Background: an optimization exercise with open tools, aiming at a short achievable clock period and few clock cycles. Do not read the settings as production practice.
Only simulation tests tie the RTL to the original design; equivalence was not proved.
No activity file was given, so power comes from the tool's default toggle rates.

==> flow/design.v <==
package cpu_pkg;
    typedef logic [31:0] word_t;
    typedef logic [4:0]  reg_addr_t;
    typedef enum logic [4:0] {
        op_rtype = 5'b00000,
        op_j     = 5'b00001,
        op_bne   = 5'b00010,
        op_jal   = 5'b00011,
        op_addi  = 5'b00101,
        op_sw    = 5'b00111,
        op_lw    = 5'b01000
    } opcode_e;
    typedef enum logic [4:0] {
        alu_add = 5'd0,
        alu_sub = 5'd1,
        alu_and = 5'd2,
        alu_or  = 5'd3,
        alu_sll = 5'd4,
        alu_sra = 5'd5
    } alu_op_e;
    localparam int fld_op_hi    = 31;
    localparam int fld_op_lo    = 27;
    localparam int fld_rd_hi    = 26;
    localparam int fld_rd_lo    = 22;
    localparam int fld_rs_hi    = 21;
    localparam int fld_rs_lo    = 17;
    localparam int fld_rt_hi    = 16;
    localparam int fld_rt_lo    = 12;
    localparam int fld_shamt_hi = 11;
    localparam int fld_shamt_lo = 7;
    localparam int fld_alu_hi   = 6;
    localparam int fld_alu_lo   = 2;
    localparam int fld_imm_hi   = 15;
    localparam int fld_tgt_hi   = 26;
    localparam reg_addr_t link_reg = 5'd31;
    typedef struct packed {
        logic is_rtype;
        logic is_addi;
        logic is_lw;
        logic is_sw;
        logic is_bne;
        logic is_jal;
        logic reg_write;
    } ctrl_t;
    typedef struct packed {
        logic  valid;
        word_t pc_plus_1;
        word_t instr;
    } fd_t;
    typedef struct packed {
        logic       valid;
        ctrl_t      ctrl;
        word_t      pc_plus_1;
        reg_addr_t  rd;
        reg_addr_t  rs_num;
        reg_addr_t  reg2_num;
        word_t      rs_val;
        word_t      reg2_val;
        word_t      imm;
        alu_op_e    alu_op;
        logic [4:0] shamt;
    } dx_t;
    typedef struct packed {
        logic      valid;
        ctrl_t     ctrl;
        reg_addr_t rd;
        word_t     result;
        word_t     store_data;
    } xm_t;
    typedef struct packed {
        logic      valid;
        logic      reg_write;
        reg_addr_t dest;
        word_t     wdata;
    } mw_t;
endpackage
`timescale 1ns/100ps
module fetch_stage #(
    parameter int IMEM_ADDR_W = 12
) (
    input  logic                   clk,
    input  logic                   reset,
    input  cpu_pkg::word_t                  imem_data,
    input  logic                   redirect,
    input  cpu_pkg::word_t                  redirect_pc,
    input  logic                   load_stall,
    input  logic                   mem_busy,
    output logic [IMEM_ADDR_W-1:0] imem_addr,
    output cpu_pkg::fd_t                    fd
);
    cpu_pkg::word_t   pc;
    cpu_pkg::word_t   pc_plus_1;
    cpu_pkg::word_t   next_pc;
    cpu_pkg::opcode_e fetch_op;
    logic    is_jump;
    logic    advance;
    assign imem_addr = pc[IMEM_ADDR_W-1:0];
    assign pc_plus_1 = pc + 32'd1;
    assign fetch_op = cpu_pkg::opcode_e'(imem_data[cpu_pkg::fld_op_hi:cpu_pkg::fld_op_lo]);
    assign is_jump  = (fetch_op == cpu_pkg::op_j) || (fetch_op == cpu_pkg::op_jal);
    always_comb begin
        if (redirect)
            next_pc = redirect_pc;
        else if (is_jump)
            next_pc = cpu_pkg::word_t'(imem_data[cpu_pkg::fld_tgt_hi:0]);
        else
            next_pc = pc_plus_1;
    end
    assign advance = !mem_busy && (redirect || !load_stall);
    always_ff @(posedge clk) begin
        if (reset) begin
            pc       <= '0;
            fd.valid <= 1'b0;
        end else if (advance) begin
            pc           <= next_pc;
            fd.valid     <= !redirect;
            fd.pc_plus_1 <= pc_plus_1;
            fd.instr     <= imem_data;
        end
    end
endmodule
`timescale 1ns/100ps
module decode_stage (
    input  logic      clk,
    input  logic      reset,
    input  cpu_pkg::fd_t       fd,
    input  cpu_pkg::mw_t       mw,
    input  logic      redirect,
    input  logic      load_stall,
    input  logic      mem_busy,
    output cpu_pkg::dx_t       dx,
    output cpu_pkg::reg_addr_t rs_num_d,
    output cpu_pkg::reg_addr_t reg2_num_d
);
    cpu_pkg::opcode_e   op;
    cpu_pkg::ctrl_t     ctrl;
    cpu_pkg::reg_addr_t rd;
    cpu_pkg::reg_addr_t rs_num;
    cpu_pkg::reg_addr_t reg2_num;
    cpu_pkg::word_t     rs_val;
    cpu_pkg::word_t     reg2_val;
    logic      wr_en;
    cpu_pkg::dx_t       dx_next;
    cpu_pkg::word_t     regs [1:31];
    assign op = cpu_pkg::opcode_e'(fd.instr[cpu_pkg::fld_op_hi:cpu_pkg::fld_op_lo]);
    assign rd = fd.instr[cpu_pkg::fld_rd_hi:cpu_pkg::fld_rd_lo];
    always_comb begin
        ctrl           = '0;
        ctrl.is_rtype  = (op == cpu_pkg::op_rtype);
        ctrl.is_addi   = (op == cpu_pkg::op_addi);
        ctrl.is_lw     = (op == cpu_pkg::op_lw);
        ctrl.is_sw     = (op == cpu_pkg::op_sw);
        ctrl.is_bne    = (op == cpu_pkg::op_bne);
        ctrl.is_jal    = (op == cpu_pkg::op_jal);
        ctrl.reg_write = ctrl.is_rtype | ctrl.is_addi | ctrl.is_lw | ctrl.is_jal;
    end
    assign rs_num = (ctrl.is_rtype | ctrl.is_addi | ctrl.is_lw | ctrl.is_sw | ctrl.is_bne)
                  ? fd.instr[cpu_pkg::fld_rs_hi:cpu_pkg::fld_rs_lo] : '0;
    assign reg2_num = ctrl.is_rtype ? fd.instr[cpu_pkg::fld_rt_hi:cpu_pkg::fld_rt_lo]
                    : (ctrl.is_sw | ctrl.is_bne) ? rd : '0;
    assign rs_num_d   = fd.valid ? rs_num : '0;
    assign reg2_num_d = fd.valid ? reg2_num : '0;
    assign wr_en = mw.valid && mw.reg_write && (mw.dest != '0);
    always_ff @(posedge clk) begin
        if (reset) begin
            for (int i = 1; i < 32; i++) regs[i] <= '0;
        end else if (wr_en) begin
            regs[mw.dest] <= mw.wdata;
        end
    end
    assign rs_val = (rs_num == '0) ? '0
                  : (wr_en && mw.dest == rs_num) ? mw.wdata : regs[rs_num];
    assign reg2_val = (reg2_num == '0) ? '0
                    : (wr_en && mw.dest == reg2_num) ? mw.wdata : regs[reg2_num];
    always_comb begin
        dx_next.valid     = fd.valid && !redirect && !load_stall;
        dx_next.ctrl      = ctrl;
        dx_next.pc_plus_1 = fd.pc_plus_1;
        dx_next.rd        = rd;
        dx_next.rs_num    = rs_num;
        dx_next.reg2_num  = reg2_num;
        dx_next.rs_val    = rs_val;
        dx_next.reg2_val  = reg2_val;
        dx_next.imm = {{(31 - cpu_pkg::fld_imm_hi){fd.instr[cpu_pkg::fld_imm_hi]}}, fd.instr[cpu_pkg::fld_imm_hi:0]};
        dx_next.alu_op = ctrl.is_rtype ? cpu_pkg::alu_op_e'(fd.instr[cpu_pkg::fld_alu_hi:cpu_pkg::fld_alu_lo]) : cpu_pkg::alu_add;
        dx_next.shamt  = fd.instr[cpu_pkg::fld_shamt_hi:cpu_pkg::fld_shamt_lo];
    end
    always_ff @(posedge clk) begin
        if (reset) begin
            dx.valid <= 1'b0;
        end else if (mem_busy) begin
            if (wr_en && mw.dest == dx.rs_num)
                dx.rs_val <= mw.wdata;
            if (wr_en && mw.dest == dx.reg2_num)
                dx.reg2_val <= mw.wdata;
        end else begin
            dx <= dx_next;
        end
    end
endmodule
`timescale 1ns/100ps
module execute_stage (
    input  logic  clk,
    input  logic  reset,
    input  cpu_pkg::dx_t   dx,
    input  cpu_pkg::mw_t   mw,
    input  logic  mem_busy,
    output cpu_pkg::xm_t   xm,
    output logic  redirect,
    output cpu_pkg::word_t redirect_pc
);
    cpu_pkg::reg_addr_t xm_dest;
    logic      xm_fwd;
    logic      mw_fwd;
    cpu_pkg::word_t     rs_fwd;
    cpu_pkg::word_t     reg2_fwd;
    cpu_pkg::word_t     alu_b;
    cpu_pkg::word_t     alu_res;
    cpu_pkg::word_t     result;
    assign xm_dest = xm.ctrl.is_jal ? cpu_pkg::link_reg : xm.rd;
    assign xm_fwd = xm.valid && xm.ctrl.reg_write && !xm.ctrl.is_lw && (xm_dest != '0);
    assign mw_fwd = mw.valid && mw.reg_write && (mw.dest != '0);
    assign rs_fwd = (xm_fwd && xm_dest == dx.rs_num) ? xm.result
                  : (mw_fwd && mw.dest == dx.rs_num) ? mw.wdata
                  : dx.rs_val;
    assign reg2_fwd = (xm_fwd && xm_dest == dx.reg2_num) ? xm.result
                    : (mw_fwd && mw.dest == dx.reg2_num) ? mw.wdata
                    : dx.reg2_val;
    assign alu_b = (dx.ctrl.is_addi | dx.ctrl.is_lw | dx.ctrl.is_sw) ? dx.imm : reg2_fwd;
    always_comb begin
        case (dx.alu_op)
            cpu_pkg::alu_add: alu_res = rs_fwd + alu_b;
            cpu_pkg::alu_sub: alu_res = rs_fwd - alu_b;
            cpu_pkg::alu_and: alu_res = rs_fwd & alu_b;
            cpu_pkg::alu_or:  alu_res = rs_fwd | alu_b;
            cpu_pkg::alu_sll: alu_res = rs_fwd << dx.shamt;
            cpu_pkg::alu_sra: alu_res = cpu_pkg::word_t'($signed(rs_fwd) >>> dx.shamt);
            default: alu_res = '0;
        endcase
    end
    assign result = dx.ctrl.is_jal ? dx.pc_plus_1 : alu_res;
    assign redirect    = dx.valid && dx.ctrl.is_bne && (rs_fwd != reg2_fwd);
    assign redirect_pc = dx.pc_plus_1 + dx.imm;
    always_ff @(posedge clk) begin
        if (reset) begin
            xm.valid <= 1'b0;
        end else if (!mem_busy) begin
            xm.valid      <= dx.valid;
            xm.ctrl       <= dx.ctrl;
            xm.rd         <= dx.rd;
            xm.result     <= result;
            xm.store_data <= reg2_fwd;
        end
    end
endmodule
`timescale 1ns/100ps
module memory_stage #(
    parameter int DMEM_ADDR_W = 12
) (
    input  logic                   clk,
    input  logic                   reset,
    input  cpu_pkg::xm_t                    xm,
    input  cpu_pkg::word_t                  wb_dat_i,
    input  logic                   wb_ack,
    output logic                   wb_cyc,
    output logic                   wb_stb,
    output logic                   wb_we,
    output logic [DMEM_ADDR_W-1:0] wb_adr,
    output cpu_pkg::word_t                  wb_dat_o,
    output logic                   mem_busy,
    output cpu_pkg::mw_t                    mw
);
    logic mem_op;
    assign mem_op   = xm.valid && (xm.ctrl.is_lw || xm.ctrl.is_sw);
    assign wb_cyc   = mem_op;
    assign wb_stb   = mem_op;
    assign wb_we    = mem_op && xm.ctrl.is_sw;
    assign wb_adr   = xm.result[DMEM_ADDR_W-1:0];
    assign wb_dat_o = xm.store_data;
    assign mem_busy = mem_op && !wb_ack;
    always_ff @(posedge clk) begin
        if (reset) begin
            mw.valid <= 1'b0;
        end else if (mem_busy) begin
            mw.valid <= 1'b0;
        end else begin
            mw.valid     <= xm.valid;
            mw.reg_write <= xm.ctrl.reg_write;
            mw.dest      <= xm.ctrl.is_jal ? cpu_pkg::link_reg : xm.rd;
            mw.wdata     <= xm.ctrl.is_lw ? wb_dat_i : xm.result;
        end
    end
endmodule
`timescale 1ns/100ps
module hazard_unit (
    input  cpu_pkg::dx_t       dx,
    input  cpu_pkg::xm_t       xm,
    input  cpu_pkg::reg_addr_t rs_num_d,
    input  cpu_pkg::reg_addr_t reg2_num_d,
    output logic      load_stall
);
    logic load_x_hit;
    logic load_m_hit;
    assign load_x_hit = dx.valid && dx.ctrl.is_lw && (dx.rd != '0)
                     && (dx.rd == rs_num_d || dx.rd == reg2_num_d);
    assign load_m_hit = xm.valid && xm.ctrl.is_lw && (xm.rd != '0)
                     && (xm.rd == rs_num_d || xm.rd == reg2_num_d);
    assign load_stall = load_x_hit || load_m_hit;
endmodule
`timescale 1ns/100ps
module cpu_top #(
    parameter int IMEM_ADDR_W = 12,
    parameter int DMEM_ADDR_W = 12
) (
    input  logic                   clk,
    input  logic                   reset,
    output logic [IMEM_ADDR_W-1:0] imem_addr,
    input  cpu_pkg::word_t                  imem_data,
    output logic                   wb_cyc,
    output logic                   wb_stb,
    output logic                   wb_we,
    output logic [DMEM_ADDR_W-1:0] wb_adr,
    output cpu_pkg::word_t                  wb_dat_o,
    input  cpu_pkg::word_t                  wb_dat_i,
    input  logic                   wb_ack
);
    cpu_pkg::fd_t fd;
    cpu_pkg::dx_t dx;
    cpu_pkg::xm_t xm;
    cpu_pkg::mw_t mw;
    logic      redirect;
    cpu_pkg::word_t     redirect_pc;
    logic      load_stall;
    logic      mem_busy;
    cpu_pkg::reg_addr_t rs_num_d;
    cpu_pkg::reg_addr_t reg2_num_d;
    fetch_stage #(.IMEM_ADDR_W(IMEM_ADDR_W)) i_fetch (
        .clk, .reset, .imem_data, .redirect, .redirect_pc,
        .load_stall, .mem_busy, .imem_addr, .fd
    );
    decode_stage i_decode (
        .clk, .reset, .fd, .mw, .redirect, .load_stall,
        .mem_busy, .dx, .rs_num_d, .reg2_num_d
    );
    execute_stage i_execute (
        .clk, .reset, .dx, .mw, .mem_busy, .xm, .redirect, .redirect_pc
    );
    memory_stage #(.DMEM_ADDR_W(DMEM_ADDR_W)) i_memory (
        .clk, .reset, .xm, .wb_dat_i, .wb_ack, .wb_cyc, .wb_stb,
        .wb_we, .wb_adr, .wb_dat_o, .mem_busy, .mw
    );
    hazard_unit i_hazard (
        .dx, .xm, .rs_num_d, .reg2_num_d, .load_stall
    );
endmodule
==> flow/run.sh <==
#!/bin/bash
# synth_recipe.tcl (not shown) runs the flow's synth.tcl, then flattens the netlist and writes it again
# the make line also repeats each setting of config.mk as NAME=value (left out here)
make -C /OpenROAD-flow-scripts/flow DESIGN_CONFIG=/design/flow/config.mk WORK_HOME=/design/flow/orfs CLKGATE_MAP_FILE= SYNTH_SCRIPT=/design/flow/synth_recipe.tcl finish
==> flow/config.mk <==
export PLATFORM = sky130hd
export DESIGN_NAME = cpu_top
export DESIGN_NICKNAME = cpu_top
export VERILOG_FILES = /design/flow/design.v
export SDC_FILE = /design/flow/constraint.sdc
export NUM_CORES = 4
export LEC_CHECK = 0
export CAP_MARGIN = 20
export CORE_MARGIN = 2
export CORE_UTILIZATION = 30
export PLACE_DENSITY = 0.35
export SLEW_MARGIN = 20
==> flow/constraint.sdc <==
create_clock -name core_clock -period 8.0 [get_ports {clk}]
set_input_delay 1.6000 -clock core_clock [delete_from_list [all_inputs] [get_ports {clk}]]
set_output_delay 1.6000 -clock core_clock [all_outputs]
set_load 0.01 [all_outputs]
==> metrics.md <==
| Metric | Value |
|---|---|
| Final GP Congestion | `~0.95` |
| Power density over the cells | `211 mW/mm^2` |
| DRC violations left | `0` |
| Num ports | `126` |
| CTS root buffer | `clkbuf_16` |
| Number of global-route vias before repair | `70,800` |
| Multi-input logic area | `0.0404 mm^2` |
| Dominant synthesized flop cell | `edfxtp_1` |
| CTS Hold Bufs | `0` |
| Clock Sink Count | `1,373` |
| Post-DP HPWL | `270,000 um` |
| Reg power frac | `0.420` |
| Critical path cell sequence | `or3_1, a211oi_1, o22ai_2, nor3_1, a21oi_1, mux2i_1, ha_1, a31oi_1, a311o_1, a21oi_2, a21boi_1, nand2_1, xor2_1, ha_1, nand3_1, o31a_1, o31a_1, nand4b_1, a21boi_0, o211ai_1, a311o_1, mux2i_1, a221oi_1, a21oi_1` |
| # setup viols final | `0` |
| Synth warn | `4` |
| WS Path Type | `reg -> reg` |
| Clk pwr share | `0.413` |
| Dominant cell type by area after synthesis | `edfxtp_1` |
| Worst IR Drop VDD | `0.145 mV` |
| Pwr Total | `between 20 and 25 mW` |
| Die Span Y | `534 um` |
| Outcome | `finished clean` |
| P_int | `14.1 mW` |
| Post-synthesis cell area | `about 0.084 mm^2` |
| Max Cap Viol | `0` |
| Slew headroom | `0.144` |
| Chip width | `534 um` |
| Unrepaired setup endpoints after global routing | `no` |
| Switching pwr | `6.18 mW` |
| Core area | `0.280 mm^2` |
| Crit-path slowest cell | `edfxtp_1` |
| Setup Fix Bufs, Post-CTS | `0` |
| Die ar. | `0.286 mm^2` |
| Sequential area share after synthesis | `0.484` |
| First-pass GRT wire length | `596,000 um` |
| Setup crit end kind | `flip-flop` |
| Hold Crit Class | `reg -> reg` |
| All-Layer GR Usage | `0.295` |
| Fill cell count | `~28,000` |
| CP Launch Type | `flip-flop` |
| Largest net degree at the start of global routing | `around 130` |
| Period utilization | `0.893` |
| Clk Latency, worst-skew pair | `0.90 ns` |
| Row count | `194` |
| Routed Antenna Nets | `0` |
| Overflow after GRT | `0` |
| Crit path required time | `8.61 ns` |
| Register area | `0.0409 mm^2` |
| Drt first pass iters | `6` |
| Switching share of power | `0.305` |
| Vias per cell | `between 5 and 6` |
| DR WL/cell | `~34 um` |
| Met2 usage | `0.490` |
| Fin Setup TNS | `0 ns` |
| Max Transition Viols Final | `0` |
| Placed cell area | `0.0905 mm^2` |
| Unique masters post-synth | `99` |
| Final Hold Viols | `0` |
| Starting density of the core | `0.302` |
| Layout cells sized above 1 | `0.0904` |
| Initial antenna violation count | `43` |
| Final hold slack | `0.414 ns` |
| Syn_area_per_cell | `9.39 um^2` |
| Area contributors post-synth | `edfxtp_1 (48%), nand2_1 (7.9%), and2_1 (7.6%)` |
| H-Tree Depth | `4` |
| Number of synthesized flops with an enable pin | `1,337` |
| CP Max Fanout | `17` |
| Clock Skew | `0.0599 ns` |
| Comb power frac | `0.167` |
| Via count | `~73,000` |
| Grt met3 use | `0.0382` |
| DRT Wirelength | `434,000 um` |
| Most common cell after layout, fill and taps aside | `nand2_1` |
| Top cell type's share of synthesized area | `0.476` |
| Commonest non-fill, non-tap cells in the layout | `nand2_1 (1,772), edfxtp_1 (1,337), and2_1 (1,022)` |
| Pleak | `35.5 nW` |
| Number of DRC markers in iteration 0 | `7,399` |
| Post-cts sizing count | `0` |
| Deepest clock path buffer count | `4` |
| Busiest grt layer | `met2` |
| CTS tree | `yes` |
| Synth Instances | `8,993` |
| Worst Tran Pin Value | `1.28 ns` |
| Minimum clock period | `7.15 ns` |
| FMAX | `140 MHz` |
| WP data arrival | `7.75 ns` |
| I/O Buffers | `125` |
| Crit path largest cell delay | `0.58 ns` |
| Worst-path clk slew | `0.06 ns` |
| Layout area overhead | `14.2%` |
| TritonCTS Buffers | `183` |
| Met1 usage | `0.391` |
| Final net count | `around 8,900` |
| Asr flop ratio synth | `0` |
| Register bit total from synthesis | `1,373` |
| Design Area, Final | `approximately 0.096 mm^2` |
synthesized netlist by cell type, drive strengths merged, types with 10 or more instances:
library cell	count
nand3	809
nor4	10
a222oi	10
mux2i	268
or2	14
a311oi	223
a211oi	159
mux4	61
inv	113
a31oi	149
and3	267
xor2	62
nand2	1779
nor2	200
a22oi	26
maj3	29
a221o	15
a22o	12
a21oi	395
xnor2	95
dfxtp	36
o211a	16
nor2b	14
nor3	58
nand2b	18
o21ai	297
o41ai	14
o22ai	89
a21o	43
o221ai	30
buf	174
clkbuf	715
o211ai	81
a221oi	34
o31ai	10
a21boi	24
and2	1023
or3	22
edfxtp	1337
mux2	42
ha	66
o21a	15
o221a	17
nand4	20
state kept, by name, indices dropped and copies added, names as in the netlist:
| signal | flops |
|---|---|
| i_decode.dx | 139 |
| i_memory.mw | 39 |
| i_execute.xm | 74 |
| i_fetch.fd | 65 |
| i_decode.regs | 1024 |
| i_fetch.pc | 32 |
power by group through the flow:
| stage | combinational [mW] | clock [mW] | sequential [mW] |
|---|---|---|---|
| after floorplan | 1.86 | 0 | 8.56 |
| after global placement | 3.36 | 0 | 8.66 |
| after detailed placement | 3.34 | 0 | 8.66 |
| after CTS | 3.35 | 8.57 | 8.51 |
| after global routing | 3.58 | 8.80 | 8.55 |
| final | 3.40 | 8.38 | 8.51 |
path summary, 6_finish.rpt:
path	start	to	slack (ns)	depth (start not counted)
worst max-delay path	i_execute.xm[70]$_DFFE_PP_	i_execute.xm[62]$_DFFE_PP_	0.85	24
worst min-delay path	i_fetch.fd[8]$_DFFE_PP_	i_decode.dx[18]$_DFFE_PP_	0.41	0
worst max register to register	i_execute.xm[70]$_DFFE_PP_	i_execute.xm[62]$_DFFE_PP_	0.85	24
worst min register to register	i_fetch.fd[8]$_DFFE_PP_	i_decode.dx[18]$_DFFE_PP_	0.41	0
final cells by class:
class                   instances  share of cell area
flip-flops and latches       1373               0.424
multi-input cells            6644               0.419
clock buffers                 228              0.0499
well taps                    3724              0.0484
repair buffers                416              0.0423
clock inverters                99              0.0104
inverters                     118             0.00510
diodes                         21            0.000545
worst max-delay path, delay by kind of cell (launching register included):
kind            cells  cell delay [ns]
xor+xnor            1             0.16
compound gates     14             3.78
fa+ha+maj           2             0.69
mux                 2             0.56
simple gates        5             1.08
flops               1             0.58
metal layers:
| metal | vias to the layer above | part of all wire |
|---|---|---|
| li1 | 32100 | - |
| met1 | 36900 | 0.43 |
| met2 | 2991 | 0.47 |
| met3 | 654 | 0.059 |
| met4 | 2 | 0.042 |
| met5 | - | 0.000030 |
metrics by stage:
stage	util	std cells	worst slack, ns
floorplan	-	9024	0.868
global placement	0.323	12300	0.762
detailed placement	0.324	12300	0.841
CTS	0.344	12600	0.819
global route	0.344	12600	0.374
finish	0.345	12600	0.854
cell families after synthesis:
family	count (synthesis)	synth area share
muxes	371	0.0537
adders and majority gates	97	0.0137
and+or+nand+nor	4275	0.247
AOI/OAI and AO/OA	1712	0.137
xor gates and xnor gates	157	0.0163
other	1	0.0000444
DFF	1373	0.484
buffers and inverters	1007	0.0485
Testbench counts, summed over its fixed seeds: cycles 48,556.

re-timing with driven ports:
Ports are ideal in the flow. The routed layout listed here was re-timed in OpenROAD.
Step 1 (the two cells are an assumption about what drives the block):
set clk [get_ports {clk}]
set_driving_cell -lib_cell sky130_fd_sc_hd__clkbuf_16 $clk
set_driving_cell -lib_cell sky130_fd_sc_hd__buf_2 [delete_from_list [all_inputs] $clk]
Step 2 times the ports against the registers' clock, not the clock port: input delays grow and output delays shrink by t, the midpoint of the rising clock arrivals with the driver on.
Three values: no drivers, after step 1, after step 2; two values: the first two.
shift t [ns]: 0.979
slack for setup (ns): 0.854 / 0.854 / 0.854
worst hold slack (ns): 0.414 / 0.414 / 0.414
slew at the worst register clock pin (ns): 0.07 / 0.07
worst data-port slew with drivers (ns): 0.06
After both steps this run still meets setup and hold. For this run, drivers alone change the setup slack by 0.000 ns; drivers and shift together by 0.000 ns.
